Background: an optimization exercise with open tools, aiming at small area, a short achievable clock period and few clock cycles per item. Do not read the settings as production practice.
In this exercise RTL edits were held to simulation tests only and were not proved equivalent to the original.

==> quartz: inputs <==
// mul_acc_nn
module mul_acc_nn
#(
  parameter int WIDTH = 64,
  parameter int DIGIT = 4
) (
  input  logic               clk,
  input  logic               rst,
  input  logic               start,
  input  logic [WIDTH-1:0]   ina,
  input  logic [WIDTH-1:0]   inb,
  input  logic               acc_en,
  input  logic [2*WIDTH-1:0] acc_in,
  output logic [2*WIDTH-1:0] result,
  output logic               carry,
  output logic               busy,
  output logic               done,
  output logic               ready_n
);
  localparam int K  = 16;
  localparam int NS = 4;
  localparam int RK = 16;
  localparam int ND = 8;
  localparam int SW = 68;
  localparam int XW = 84;
  localparam int CW = 3;
  logic          accept;
  logic          resolve;
  logic [CW-1:0] cnt;
  logic [63:0]   a_q;       
  logic [63:0]   l_q;       
  logic [63:0]   r_q;       
  logic [SW-1:0] s_q;       
  logic [SW-1:0] c_q;       
  logic [K-1:0]  ls_q;      
  logic [K-1:0]  lc_q;      
  ...
export LEC_CHECK = 0
export ABC_CLOCK_PERIOD_IN_PS = 3500
export CAP_MARGIN = 20
export CORE_MARGIN = 2
export CORE_UTILIZATION = 40
export CTS_BUF_LIST = sky130_fd_sc_hd__clkbuf_4 sky130_fd_sc_hd__clkbuf_8
export CTS_CLUSTER_SIZE = 20
export PLACE_DENSITY = 0.6
export SLEW_MARGIN = 20
export SYNTH_HIERARCHICAL = 1
export SYNTH_MINIMUM_KEEP_SIZE = 0
create_clock -name core_clock -period 11.0 [get_ports {clk}]
standard.sh (not shown) runs the stock make flow with config.mk's settings and CLKGATE_MAP_FILE= SYNTH_SCRIPT=/design/flow/synth_recipe.tcl, a recipe that flattens the netlist after the stock synthesis.
==> flow/flow/run.sh <==
#!/bin/bash
# The standard layout (standard.sh), with three changes to how it is made:
#  - after synthesis, flow/downsize.tcl swaps the Booth select AOI cells to single drive;
#  - timing repair aims at a setup slack of SETUP_SLACK_MARGIN ns against the 11 ns clock,
#    so the resizer works toward a shorter period than the clock's;
#  - the ports are buffered by sky130_fd_sc_hd__buf_1 instead of the default delay buffer.
# The clock, the SDC and every other setting are the standard ones.  The make output goes
# to flow.log here; each ORFS step writes its own log under orfs/logs/.
set -euo pipefail
bash standard.sh SETUP_SLACK_MARGIN=7.2 \
  POST_SYNTH_TCL="$PWD/flow/downsize.tcl" \
  BUFFER_PORTS_ARGS="-buffer_cell sky130_fd_sc_hd__buf_1" finish > flow.log 2>&1
==> flow/flow/downsize.tcl <==
# Run after synthesis (POST_SYNTH_TCL): ABC maps the Booth select cell with a double-drive
# AOI; use the single-drive one.  Timing repair upsizes any instance that needs more.
set db [ord::get_db]
set from [$db findMaster sky130_fd_sc_hd__a22oi_2]
set to [$db findMaster sky130_fd_sc_hd__a22oi_1]
set n 0
foreach inst [[ord::get_db_block] getInsts] {
  if {[$inst getMaster] == $from} {
    $inst swapMaster $to
    incr n
  }
}
puts "downsize.tcl: $n a22oi_2 cells now a22oi_1"
==> harbor (differences from quartz) <==
--- a/flow/flow/run.sh
+++ b/flow/flow/run.sh
@@ -9,3 +9,3 @@
 set -euo pipefail
-bash standard.sh SETUP_SLACK_MARGIN=7.2 \
+bash standard.sh SETUP_SLACK_MARGIN=7.1 \
   POST_SYNTH_TCL="$PWD/flow/downsize.tcl" \
CORE_UTILIZATION = 50   (was 40)
CTS_BUF_LIST = unset   (was sky130_fd_sc_hd__clkbuf_4 sky130_fd_sc_hd__clkbuf_8)
CTS_CLUSTER_SIZE = unset   (was 20)
PLACE_DENSITY = 0.65   (was 0.6)
==> summary of the runs <==
- Of quartz and harbor, harbor has the higher global-route usage (gap 5.9 points).
- Against harbor, the utilization of quartz is lower by 11 points.
- Between quartz and harbor, the lower setup slack is in harbor (gap 0.088 ns).
- Against quartz, the register-to-register slack of harbor is worse by 0.07 ns.
Testbench counts of quartz, summed over its fixed seeds: cycles 14,400, ops 2,400.
Testbench counts of harbor, summed over its fixed seeds: cycles 14,400, ops 2,400.

========
==> 02-26: inputs <==
mul_acc_nn again, from the RTL that the note above started with.
Settings: LEC_CHECK=0, ABC_CLOCK_PERIOD_IN_PS=3500, CAP_MARGIN=20, CORE_MARGIN=2, CORE_UTILIZATION=50, PLACE_DENSITY=0.65, SLEW_MARGIN=20, SYNTH_HIERARCHICAL=1, SYNTH_MINIMUM_KEEP_SIZE=0; clock period 11.0 ns.
==> flow/flow/run.sh <==
#!/bin/bash
# The standard layout (standard.sh), with three changes to how it is made:
#  - after synthesis, flow/downsize.tcl swaps the Booth select AOI cells to single drive;
#  - timing repair aims at a setup slack of SETUP_SLACK_MARGIN ns against the 11 ns clock,
#    so the resizer works toward a shorter period than the clock's;
#  - the ports are buffered by sky130_fd_sc_hd__buf_1 instead of the default delay buffer.
# The clock, the SDC and every other setting are the standard ones.  The make output goes
# to flow.log here; each ORFS step writes its own log under orfs/logs/.
set -euo pipefail
bash standard.sh SETUP_SLACK_MARGIN=7.35 \
  POST_SYNTH_TCL="$PWD/flow/downsize.tcl" \
  BUFFER_PORTS_ARGS="-buffer_cell sky130_fd_sc_hd__buf_1" finish > flow.log 2>&1
Scripts as last shown in full above: flow/flow/downsize.tcl
==> 02-25 (differences from 02-26) <==
--- a/flow/flow/run.sh
+++ b/flow/flow/run.sh
@@ -9,3 +9,3 @@
 set -euo pipefail
-bash standard.sh SETUP_SLACK_MARGIN=7.35 \
+bash standard.sh SETUP_SLACK_MARGIN=7.2 \
   POST_SYNTH_TCL="$PWD/flow/downsize.tcl" \
--- a/flow/config.mk
+++ b/flow/config.mk
@@ -10,4 +10,4 @@
 export CORE_MARGIN = 2
-export CORE_UTILIZATION = 50
-export PLACE_DENSITY = 0.65
+export CORE_UTILIZATION = 40
+export PLACE_DENSITY = 0.6
 export SLEW_MARGIN = 20
==> impl_metrics.xml <==
<?xml version="1.0" encoding="UTF-8"?>
<metrics>
  <group name="outcome">
    <metric name="outcome" unit="">complete, no violations</metric>
  </group>
  <group name="grt">
    <metric name="antenna_found_initial" unit="">13</metric>
  </group>
  <group name="worst_setup_path">
    <metric name="max_stage_delay" unit="ps">700</metric>
    <metric name="timing.critical_path.from" unit="">r_q[52]</metric>
  </group>
  <group name="floorplanning">
    <metric name="placeableCoreArea" unit="sq mm">0.09871</metric>
    <metric name="chipWidth" unit="um">320.0</metric>
  </group>
  <group name="layout">
    <metric name="final_util" unit="">0.4850</metric>
    <metric name="sh_seq_area" unit="">0.2196</metric>
  </group>
</metrics>
# the run above: 02-25

==> impl_metrics.xml <==
<?xml version="1.0" encoding="UTF-8"?>
<metrics>
  <group name="outcome">
    <metric name="outcome" unit="">complete, no violations</metric>
  </group>
  <group name="floorplanning">
    <metric name="chipWidth" unit="um">286.6</metric>
    <metric name="placeableCoreArea" unit="sq mm">0.07900</metric>
  </group>
</metrics>
# the run above: 02-26

Testbench counts of 02-26, summed over its fixed seeds: cycles 14,400, ops 2,400.
Testbench counts of 02-25, summed over its fixed seeds: cycles 14,400, ops 2,400.

========
==> inputs of run M <==
Another version of the RTL of mul_acc_nn (not shown whole).
## mul_acc_nn
module mul_acc_nn
#(
  parameter int WIDTH = 64,
  parameter int DIGIT = 4
) (
  input  logic               clk,
  input  logic               rst,
  input  logic               start,
  input  logic [WIDTH-1:0]   ina,
  input  logic [WIDTH-1:0]   inb,
  input  logic               acc_en,
  input  logic [2*WIDTH-1:0] acc_in,
  output logic [2*WIDTH-1:0] result,
  output logic               carry,
  output logic               busy,
  output logic               done,
  output logic               ready_n
);
==> flow/config.mk <==
export PLATFORM = sky130hd
export DESIGN_NAME = mul_acc_nn
export DESIGN_NICKNAME = mul_acc_nn
export VERILOG_FILES = /design/flow/design.v
export SDC_FILE = /design/flow/constraint.sdc
export NUM_CORES = 4
export LEC_CHECK = 0
export ABC_CLOCK_PERIOD_IN_PS = 3500
export CAP_MARGIN = 20
export CORE_MARGIN = 2
export CORE_UTILIZATION = 50
export PLACE_DENSITY = 0.65
export SLEW_MARGIN = 20
export SYNTH_HIERARCHICAL = 1
export SYNTH_MINIMUM_KEEP_SIZE = 0
==> flow/constraint.sdc <==
create_clock -name core_clock -period 11.0 [get_ports {clk}]
set_input_delay 2.2000 -clock core_clock [delete_from_list [all_inputs] [get_ports {clk}]]
set_output_delay 2.2000 -clock core_clock [all_outputs]
set_load 0.01 [all_outputs]
==> flow/flow/run.sh <==
#!/bin/bash
# The standard layout (standard.sh), with three changes to how it is made:
#  - after synthesis, flow/downsize.tcl swaps the Booth select AOI cells to single drive;
#  - timing repair aims at a setup slack of SETUP_SLACK_MARGIN ns against the 11 ns clock,
#    so the resizer works toward a shorter period than the clock's;
#  - the ports are buffered by sky130_fd_sc_hd__buf_1 instead of the default delay buffer.
# The clock, the SDC and every other setting are the standard ones.  The make output goes
# to flow.log here; each ORFS step writes its own log under orfs/logs/.
set -euo pipefail
bash standard.sh SETUP_SLACK_MARGIN=7.2 \
  POST_SYNTH_TCL="$PWD/flow/downsize.tcl" \
  BUFFER_PORTS_ARGS="-buffer_cell sky130_fd_sc_hd__buf_1" finish > flow.log 2>&1
Scripts as last shown in full above: flow/flow/downsize.tcl
==> run A: changes against run M <==
--- a/flow/flow/run.sh
+++ b/flow/flow/run.sh
@@ -8,5 +8,5 @@
 # to flow.log here; each ORFS step writes its own log under orfs/logs/.
 set -euo pipefail
-bash standard.sh SETUP_SLACK_MARGIN=7.2 \
+bash standard.sh SETUP_SLACK_MARGIN=7.3 \
   POST_SYNTH_TCL="$PWD/flow/downsize.tcl" \
   BUFFER_PORTS_ARGS="-buffer_cell sky130_fd_sc_hd__buf_1" finish > flow.log 2>&1
==> run K: changes against run M <==
--- a/flow/flow/run.sh
+++ b/flow/flow/run.sh
@@ -10,3 +10,4 @@
 bash standard.sh SETUP_SLACK_MARGIN=7.2 \
   POST_SYNTH_TCL="$PWD/flow/downsize.tcl" \
+  RECOVER_POWER=30 \
   BUFFER_PORTS_ARGS="-buffer_cell sky130_fd_sc_hd__buf_1" finish > flow.log 2>&1
==> summary.md <==
| Metric | Value |
|---|---|
| Final Max Slew Viols | 220 |
| Maxcap violations | 6 |
| Multi-input logic area | 29400 µm² |
| Post-CTS setup buffers | 112 |
| Outcome | failed layout checks |
| SO Viols | max-capacitance violations, max-slew violations |
-- figures above: run K

==> summary.md <==
| Metric | Value |
|---|---|
| Hold EP | ready_n |
| Maxcap violations | 0 |
| Outcome | timing/DRC/antenna clean |
| Final Max Slew Viols | 0 |
| Multi-input logic area | 29400 µm² |
| Post-CTS setup buffers | 112 |
| Fin nets | 5154 |
| Post-route ant nets | 0 |
| GRT Total Usage | 38.2% |
-- figures above: run M

==> summary.md <==
| Metric | Value |
|---|---|
| Outcome | timing/DRC/antenna clean |
| Post-CTS setup buffers | 146 |
| M1 WL | 64.8 mm |
| Placed insts | 5054 |
| Multi-input logic area | 29600 µm² |
| Final Max Slew Viols | 0 |
| Final hold violations | 0 |
| Maxcap violations | 0 |
| # clk buffers | 69 |
-- figures above: run A

Testbench counts of run M, summed over its fixed seeds: cycles 14,400, ops 2,400.
Testbench counts of run A, summed over its fixed seeds: cycles 14,400, ops 2,400.
Testbench counts of run K, summed over its fixed seeds: cycles 14,400, ops 2,400.

## port drivers added, routing unchanged
In the flow no input, the clock included, has a driving cell. The finished layouts below were timed again as built, in two steps.
Step 1: set_driving_cell puts a clkbuf_16 on clk and a buf_2 on each other input, an assumption about the parent block.
Step 2 moves the port delays by t, midway between the first and last clock arrival at a register: inputs arrive t later, outputs are due t later. That takes back most of the time a late clock gives input paths.
Three values: ideal, step 1, step 2; two values: the first two.
run | shift t [ns] | slack for setup (ns) | worst setup path after step 2 | worst slew at a driven data input, ns
quartz | 0.820 | 7.185 / 7.115 / 6.583 | input to register | 0.09
harbor | 0.727 | 7.097 / 7.129 / 6.421 | input to register | 0.13
02-26 | 0.704 | 7.231 / 7.231 / 6.821 | input to register | 0.11
02-25 | 0.716 | 7.204 / 7.134 / 6.627 | input to register | 0.09
run M | 0.714 | 7.247 / 7.199 / 6.706 | input to register | 0.11
run A | 0.724 | 7.243 / 7.243 / 6.692 | input to register | 0.16
run K | 0.717 | 4.168 / 4.168 / 4.168 | register to register | 0.11
For harbor, which loses most, drivers alone change the setup slack by +0.032 ns; drivers and shift together by -0.676 ns.
